This is an optimization exercise on Yosys and OpenROAD, whose aim is small area, a short achievable clock period and few clock cycles per item, not a production implementation.
At most, simulation tests tie the RTL to the original design; equivalence was not proved.

## bch
module bch (
	input  logic        i_clk,
	input  logic        i_arst_n,
	input  logic        i_set,
	input  logic [63:0] i_data,
	output logic        o_ready,
	output logic        o_finish,
	output logic [9:0]  o_data
);
Size: roughly 1900 cells after synthesis, about 13000 sq um of cells after synthesis.
clock: 6.5 ns
lec_check: 0
abc_area: 1
cap_margin: 20
core_margin: 2
core_utilization: 40
setup_slack_margin: 3.6
slew_margin: 20
run.sh (not shown) runs the stock make flow with config.mk's settings and CLKGATE_MAP_FILE= SYNTH_SCRIPT=/design/flow/synth_recipe.tcl, a recipe that flattens the netlist after the stock synthesis.
The baseline finished with timing, DRC and antenna clean.
==> next run, changes <==
SETUP_SLACK_MARGIN = 3.2   (was 3.6)
The changed run completed with no timing, DRC or antenna violations; first-iteration DRC count came out lower by 6.2%; via count came out lower by 4.3%; cell count came out lower by 1.8%; setup slack gets worse by 18 ps; design area came out lower by about 7%; wire length came out lower by about 10%.
No run of this note included a check of the RTL's function; only the layout flow was run.

* * *

## v2
bch, a different RTL version from the one above (not shown whole).
Size: roughly 1900 cells after synthesis, about 130 flip-flops, ~79 I/O pins, roughly 13000 µm² of cells after synthesis.
Design bch, start of the top module:
module bch (
	input  logic        i_clk,
	input  logic        i_arst_n,
	input  logic        i_set,
	input  logic [63:0] i_data,
	output logic        o_ready,
	output logic        o_finish,
	output logic [9:0]  o_data
);
export LEC_CHECK = 0
export ABC_AREA = 1
export CAP_MARGIN = 20
export CORE_MARGIN = 2
export CORE_UTILIZATION = 40
export SETUP_SLACK_MARGIN = 3.8
export SLEW_MARGIN = 20
create_clock -name core_clock -period 6.5 [get_ports {i_clk}]
standard.sh (not shown) runs the stock make flow with config.mk's settings and CLKGATE_MAP_FILE= SYNTH_SCRIPT=/design/flow/synth_recipe.tcl, a recipe that flattens the netlist after the stock synthesis.
==> flow/flow/run.sh <==
#!/bin/bash
# Standard layout, but the port buffers are sky130_fd_sc_hd__buf_2 instead of the delay
# buffer buffer_ports picks by default. Everything else is the standard flow's own flow (standard.sh).
set -euo pipefail
bash standard.sh "BUFFER_PORTS_ARGS=-buffer_cell sky130_fd_sc_hd__buf_2" finish > standard.log 2>&1
Testbench counts of v2, summed over its fixed seeds: cycles 3,193, items 192.
#### Input delta (v52 over v2)
==> flow/flow/run.sh <==
#!/bin/bash
# Standard layout, but the port buffers are sky130_fd_sc_hd__buf_1 instead of the delay
# buffer buffer_ports picks by default. Everything else is the standard flow's own flow (standard.sh).
set -euo pipefail
bash standard.sh "BUFFER_PORTS_ARGS=-buffer_cell sky130_fd_sc_hd__buf_1" finish > standard.log 2>&1
### Flow results
- For aggregate global-route resource usage, v2 and v52 come out practically identical.
- There was hardly any difference in total instance count after detailed placement between v2 and v52.
- Row total routed wirelength: v52 higher / v2 lower
- v2 → v52: met2 track utilization from global routing saw an increase; via count stayed essentially flat; post-synthesis to final-layout area growth saw an increase; worst setup slack has decreased.
- Going from v2 to v52, the tightest slew margin relative to the limit was found to have gone down by 12 points.
- v52 vs. v2: clock distribution area overhead in the final layout went down by 0.57 points.
What v16 does differently from v52 at the input level:
==> flow/flow/run.sh <==
#!/bin/bash
# Standard layout, but the port buffers are sky130_fd_sc_hd__buf_4 instead of the delay
# buffer buffer_ports picks by default. Everything else is the standard flow's own flow (standard.sh).
set -euo pipefail
bash standard.sh "BUFFER_PORTS_ARGS=-buffer_cell sky130_fd_sc_hd__buf_4" finish > standard.log 2>&1
Notes after the runs:
i_data[56] as the start point of the critical path was reported by v16, and i_data[54] by v52.
Lower number of gates resized after cts was reported by v16, not v52.
Measured against each other, v16 and v52 differ in total area of multi-input combinational cells, the higher figure coming from v52.
Between v16 and v52, number of clock-tree buffers in the layout is lower for v52, v16 comes in above that.
Compared with v52, v16 shows setup slack after placement higher by 0.11 ns.
v16 falls short of v52 in detailed-route wire length.
| worst setup slack | higher: v16 |
v16 does better than v52 on hold slack.
First-iteration DRC count (v52 / v16): 1.12

* * *

== job 3986 ==
bch, a different RTL version from the one above (not shown whole).
Size in the first run: ~1900 cells after synthesis, about 140 flip-flops, about 79 I/O pins.
## bch
module bch (
	input  logic        i_clk,
	input  logic        i_arst_n,
	input  logic        i_set,
	input  logic [63:0] i_data,
	output logic        o_ready,
	output logic        o_finish,
	output logic [9:0]  o_data
);
Settings: LEC_CHECK=0, ABC_AREA=1, CAP_MARGIN=20, CORE_MARGIN=2, CORE_UTILIZATION=40, SETUP_SLACK_MARGIN=3.8, SLEW_MARGIN=20, TNS_END_PERCENT=10; clock period 6.5 ns.
==> flow/flow/run.sh <==
#!/bin/bash
# Standard layout, but the port buffers are sky130_fd_sc_hd__buf_4 instead of the delay
# buffer buffer_ports picks by default. Everything else is the standard flow's own flow (standard.sh).
set -euo pipefail
bash standard.sh "BUFFER_PORTS_ARGS=-buffer_cell sky130_fd_sc_hd__buf_4" finish > standard.log 2>&1
Testbench counts of job 3986, summed over its fixed seeds: cycles 3,193, items 192.
The following lists how job 5268 was set up differently from job 3986:
# job 3986
export LEC_CHECK = 0
export ABC_AREA = 1
export CAP_MARGIN = 20
export CORE_MARGIN = 2
export CORE_UTILIZATION = 40
export SETUP_SLACK_MARGIN = 3.8
export SLEW_MARGIN = 20
export TNS_END_PERCENT = 10
create_clock -name core_clock -period 6.5 [get_ports {i_clk}]
# job 5268
export LEC_CHECK = 0
export ABC_AREA = 1
export CAP_MARGIN = 20
export CORE_MARGIN = 2
export CORE_UTILIZATION = 40
export SETUP_SLACK_MARGIN = 3.8
export SLEW_MARGIN = 20
create_clock -name core_clock -period 6.5 [get_ports {i_clk}]
Results
Per the comparison of job 5268 with job 3986, layout sequential cell count ~0 delta; transition time at the pin with the least slew margin -0.024 ns. Between job 5268 and job 3986, it is job 5268 whose length in cells of the worst reg-to-reg path is higher, by 8. Re routed wire length: job 5268 and job 3986 aren't equal, and the lower value belongs to job 3986. Status: post-synthesis async set-or-reset flop share parity (job 3986, job 5268). Between job 3986 and job 5268, met3 usage decreased. Run comparison: job 5268 critical path launch point st[2]; job 3986 critical path launch point i_data[15]. For number of synthesized register bits, job 3986 and job 5268 come out practically identical. Max first-pass iteration count of the detailed router across job 5268 and job 3986: job 5268. Diff job 3986 -> job 5268: design area went up, logic depth of the worst path, buffers included went up.
Input-level comparison between job 8212 and job 5268:
# job 5268
export LEC_CHECK = 0
export ABC_AREA = 1
export CAP_MARGIN = 20
export CORE_MARGIN = 2
export CORE_UTILIZATION = 40
export SETUP_SLACK_MARGIN = 3.8
export SLEW_MARGIN = 20
create_clock -name core_clock -period 6.5 [get_ports {i_clk}]
# job 8212
export LEC_CHECK = 0
export ABC_AREA = 0
export ABC_CLOCK_PERIOD_IN_PS = 2700
export CAP_MARGIN = 20
export CORE_MARGIN = 2
export CORE_UTILIZATION = 40
export SETUP_SLACK_MARGIN = 3.8
export SLEW_MARGIN = 20
create_clock -name core_clock -period 6.5 [get_ports {i_clk}]
Notes after the runs:
Changes observed in job 8212 relative to job 5268: number of cell rows now sits lower, wire length after detailed routing has decreased. Cmp job 8212 vs job 5268: first-iteration DRC count lower in job 8212. Job 5268 ended up with r_33[5] as its endpoint of the most critical setup path; job 8212 ended up with p1[9]. Global-route wire length before repair: job 8212 vs job 5268 down about 9%.

## separate check: timing with driven ports
The results above use ideal ports. As a check the final layouts listed here were re-extracted and re-timed, cells and wires unchanged. Step 1 (the two cells are an assumption about what drives the block):
set clk [get_ports {i_clk}]
set_driving_cell -lib_cell sky130_fd_sc_hd__clkbuf_16 $clk
set_driving_cell -lib_cell sky130_fd_sc_hd__buf_2 [delete_from_list [all_inputs] $clk]
Step 2 adds t to the input delays and takes it off the output delays; t is the mean of the earliest and latest rising clock arrival at the registers after step 1. Input paths then give back, and output paths get back, about the clock's delay inside the block. Slacks: ideal / step 1 / step 2; pairs: ideal / step 1.
run | t, ns | slack for setup (ns) | clock arrival spread, ns
the first run of note 1 | 0.402 | 3.055 / 3.055 / 2.996 | 0.011 / 0.010
the second run of note 1 | 0.408 | 3.037 / 3.037 / 2.789 | 0.012 / 0.012
v2 | 0.457 | 3.830 / 3.830 / 3.422 | 0.017 / 0.018
v52 | 0.463 | 3.824 / 3.841 / 3.381 | 0.014 / 0.013
v16 | 0.469 | 3.860 / 3.839 / 3.410 | 0.016 / 0.017
job 3986 | 0.461 | 3.750 / 3.761 / 3.300 | 0.021 / 0.022
job 5268 | 0.471 | 3.843 / 3.843 / 3.398 | 0.018 / 0.018
job 8212 | 0.481 | 3.606 / 3.606 / 3.396 | 0.013 / 0.013
After both steps every run listed still meets setup and hold.
